This design comes from an exercise in tuning for a short achievable clock period on the open sky130 flow, not from production work. Function was checked by simulation only, so behaviour that the tests miss may differ from the original. No driver is modelled on the clock port, so clocking that relies on it looks cheaper here than on a real chip. No activity file was given, so power comes from the tool's default toggle rates.

## run 1
Design mem_stage, start of the top module:
module mem_stage #(
    parameter int DEPTH  = 256,
    parameter int ADDR_W = 8
) (
    input  logic        clk,
    input  logic        rst,
    input  logic [37:0] pipeline_reg_in,
    input  logic        stall,
    output logic [36:0] pipeline_reg_out,
    output logic [2:0]  mem_op_dest,
    output logic        mem_wb_en,
    output logic [15:0] store_count,
    output logic        mem_addr_err
);
    logic [15:0]       alu_result_s;
    logic              mem_write_en_s;
    logic [15:0]       mem_write_data_s;
    logic              wb_result_mux_s;
    logic [ADDR_W-1:0] addr_s;
    logic [15:0]       half_s [2];
    logic              oob_s;
    logic              store_en_s;
    logic              fwd_s;
    logic [15:0] mem_r [DEPTH];
    logic [20:0] out_r;      
    logic [15:0] half_r [2];  
    logic [15:0] count_r;
    logic              wbuf_valid_r;
    logic [ADDR_W-1:0] wbuf_addr_r;
    logic [15:0]       wbuf_data_r;
    assign alu_result_s     = pipeline_reg_in[37:22];
    assign mem_write_en_s   = pipeline_reg_in[21];
    assign mem_write_data_s = pipeline_reg_in[20:5];
    assign wb_result_mux_s  = pipeline_reg_in[0];
    assign addr_s           = alu_result_s[ADDR_W-1:0];
    assign fwd_s            = wbuf_valid_r && (wbuf_addr_r == addr_s);
    assign mem_op_dest = pipeline_reg_in[3:1];
    assign mem_wb_en   = pipeline_reg_in[4];
    always_comb begin
        oob_s = 1'b0;
        oob_s = ((alu_result_s >> ADDR_W) != 16'd0) && (mem_write_en_s || wb_result_mux_s) && !stall;
        store_en_s = mem_write_en_s && !stall && !rst && !oob_s;
    end
    always_comb begin
        for (int h = 0; h < 2; h++) begin
            half_s[h] = 16'h0000;
            if (!oob_s && addr_s[ADDR_W-1] == 1'(h)) begin
                half_s[h] = fwd_s ? wbuf_data_r : mem_r[{1'(h), addr_s[ADDR_W-2:0]}];
            end
        end
    end
    always_ff @(posedge clk) begin
        wbuf_valid_r <= store_en_s;
        wbuf_addr_r  <= addr_s;
        wbuf_data_r  <= mem_write_data_s;
        if (wbuf_valid_r) begin
            mem_r[wbuf_addr_r] <= wbuf_data_r;
        end
    end
    always_ff @(posedge clk) begin
  ...
==> flow/config.mk <==
export PLATFORM = sky130hd
export DESIGN_NAME = mem_stage
export DESIGN_NICKNAME = mem_stage
export VERILOG_FILES = /design/flow/design.v
export SDC_FILE = /design/flow/constraint.sdc
export NUM_CORES = 4
export LEC_CHECK = 0
export ABC_CLOCK_PERIOD_IN_PS = 2500
export CAP_MARGIN = 20
export CORE_MARGIN = 2
export CORE_UTILIZATION = 60
export PLACE_DENSITY = 0.75
export SLEW_MARGIN = 20
==> flow/constraint.sdc <==
create_clock -name core_clock -period 6.0 [get_ports {clk}]
set_input_delay 1.2000 -clock core_clock [delete_from_list [all_inputs] [get_ports {clk}]]
set_output_delay 1.2000 -clock core_clock [all_outputs]
set_load 0.01 [all_outputs]
standard.sh (not shown) runs the stock make flow with config.mk's settings and CLKGATE_MAP_FILE= SYNTH_SCRIPT=/design/flow/synth_recipe.tcl, a recipe that flattens the netlist after the stock synthesis.
==> flow/flow/run.sh <==
#!/bin/bash
set -euo pipefail
M=${MARGIN:-3.3}
F="MATCH_CELL_FOOTPRINT=0"
export EXTRA_MARGINS="2.9 3.1 3.3"
export EXTRA_MARGINS_GRT="3.0 3.2 3.4"
bash standard.sh synth > synth.log 2>&1
bash standard.sh $F SETUP_SLACK_MARGIN=0 floorplan > floorplan.log 2>&1
bash standard.sh $F SETUP_SLACK_MARGIN=0 place > place.log 2>&1
bash standard.sh $F "POST_CTS_TCL=$PWD/flow/post_cts.tcl" SETUP_SLACK_MARGIN=$M TNS_END_PERCENT=5 cts > cts.log 2>&1
bash standard.sh $F "POST_GLOBAL_ROUTE_TCL=$PWD/flow/post_grt.tcl" SETUP_SLACK_MARGIN=$M TNS_END_PERCENT=5 route > route.log 2>&1
bash standard.sh $F SETUP_SLACK_MARGIN=$M finish > finish.log 2>&1
==> flow/flow/post_cts.tcl <==
# Extra setup repair after CTS (sourced by ORFS's cts.tcl through POST_CTS_TCL).
# The port buffers that buffer_ports inserts are delay-cell sized; give them a
# plain buffer first, then repair setup in rounds of rising margin so that each
# round works on the paths that are worst at that point.
foreach inst [get_cells -quiet {input* output*}] {
  set ref [get_property $inst ref_name]
  if {[string match "sky130_fd_sc_hd__clkdlybuf*" $ref] || [string match "sky130_fd_sc_hd__dlymetal*" $ref]
      || [string match "sky130_fd_sc_hd__dlygate*" $ref] || [string match "sky130_fd_sc_hd__buf_1" $ref]} {
    replace_cell $inst sky130_fd_sc_hd__buf_8
  }
}
estimate_parasitics -placement
report_worst_slack -max
foreach m $::env(EXTRA_MARGINS) {
  repair_timing -setup -setup_margin $m -repair_tns 100 -max_passes 200 -verbose
  report_worst_slack -max
}
set result [catch { detailed_placement } msg]
if { $result != 0 } {
  error "Detailed placement failed after extra repair: $msg"
}
check_placement -verbose
estimate_parasitics -placement
report_worst_slack -max
==> flow/flow/post_grt.tcl <==
# Extra setup repair after global routing (sourced by ORFS's global_route.tcl
# through POST_GLOBAL_ROUTE_TCL), on global-route parasitics and over every
# violating endpoint, in rounds of rising margin; then legalize and reroute the
# nets that changed.
estimate_parasitics -global_routing
report_worst_slack -max
foreach m $::env(EXTRA_MARGINS_GRT) {
  repair_timing -setup -setup_margin $m -repair_tns 100 -max_passes 200 -verbose
  report_worst_slack -max
}
global_route -start_incremental
detailed_placement
global_route -end_incremental
estimate_parasitics -global_routing
report_worst_slack -max
Here is what was changed in the inputs of run 2 compared with run 1.
- swapping 60 for 40 in CORE_UTILIZATION
- clearing PLACE_DENSITY, which used to be 0.75
--- a/flow/flow/run.sh
+++ b/flow/flow/run.sh
@@ -6,0 +7 @@
+export RC_SCALE=1.3
==> flow/flow/pessimistic_rc.tcl (new file) <==
# Per-layer wire RC for the extra repair rounds: the platform's values
# (platforms/sky130hd/setRC.tcl) scaled up by RC_SCALE, so that repair leaves
# headroom on wire-heavy paths for what detailed routing adds.
set s $::env(RC_SCALE)
foreach {layer c r} {li1 1.499e-04 7.176e-02 met1 1.72375E-04 8.929e-04 met2 1.36233E-04 8.929e-04
                     met3 2.14962E-04 1.567e-04 met4 1.48128E-04 1.567e-04 met5 1.54087E-04 1.781e-05} {
  set_layer_rc -layer $layer -capacitance [expr {$c * $s}] -resistance [expr {$r * $s}]
}
set_wire_rc -signal -layer met1
set_wire_rc -clock -layer met3
--- a/flow/flow/post_cts.tcl
+++ b/flow/flow/post_cts.tcl
@@ -11,0 +12 @@
+source [file join [file dirname [info script]] pessimistic_rc.tcl]
--- a/flow/flow/post_grt.tcl
+++ b/flow/flow/post_grt.tcl
@@ -4,0 +5 @@
+source [file join [file dirname [info script]] pessimistic_rc.tcl]
--- outcome ---
Run 1 ended up with half_r[0][8] as its startpoint of the worst setup timing path; run 2 ended up with half_r[0][10].
Leakage dissipation was higher in run 2 than in run 1.
Note that the final cell count recorded for run 1 amounts to 0.864 times the value seen in run 2.
Compared with run 1, run 2 is hungrier on power.
Setup changes, run 2 to run 3
- an added PLACE_DENSITY of 0.65
- a change of CORE_UTILIZATION from 40 to 50
--- a/flow/flow/run.sh
+++ b/flow/flow/run.sh
@@ -7 +6,0 @@
-export RC_SCALE=1.3
--- a/flow/flow/post_cts.tcl
+++ b/flow/flow/post_cts.tcl
@@ -12 +11,0 @@
-source [file join [file dirname [info script]] pessimistic_rc.tcl]
--- a/flow/flow/post_grt.tcl
+++ b/flow/flow/post_grt.tcl
@@ -5 +4,0 @@
-source [file join [file dirname [info script]] pessimistic_rc.tcl]
removed: flow/flow/pessimistic_rc.tcl
### Flow results
Summary of run 3 over run 2: total power of the final layout now smaller, post-route worst setup slack shows no meaningful change, data arrival at the endpoint of the critical path about even.
Summary: with run 2 as the reference, number of DRC violations after detailed-routing iteration 0 in run 3 moved down by a few percent.
Hold slack (higher): run 2
Run 2 -> run 3: via count flat
Diff run 2 -> run 3: final core utilization picked up an extra 11 points; count of clock-net buffers in the final layout picked up an extra 9; half-perimeter wire length of the detailed placement result lost 4.3%.

==> separate check: timing with driven ports <==
The results above use ideal ports. As a check the final layouts listed here were re-extracted and re-timed, cells and wires unchanged.
Step 1 sets driving cells, clkbuf_16 on the clock port and buf_2 on the other inputs (assumed; they add their load-dependent delay and slew).
Step 2 moves the port delays by t, midway between the first and last clock arrival at a register: inputs arrive t later, outputs are due t later. That takes back most of the time a late clock gives input paths.
a / b / c = no drivers / after step 1 / after step 2; a / b = the first two.
| run | t (ns) | setup WS [ns] | worst setup path at the end | worst register clock-pin slew, ns | worst data-port slew with drivers (ns) |
|---|---|---|---|---|---|
| run 1 | 1.045 | 2.987 / 2.887 / 1.859 | input to register | 0.07 / 0.07 | 0.49 |
| run 2 | 1.087 | 2.968 / 2.860 / 1.944 | input to register | 0.07 / 0.07 | 0.56 |
| run 3 | 1.068 | 2.966 / 2.877 / 1.854 | input to register | 0.07 / 0.07 | 0.54 |
After both steps setup and hold are still met in every run listed. For run 1, which loses most, drivers alone change the setup slack by -0.100 ns; drivers and shift together by -1.128 ns.
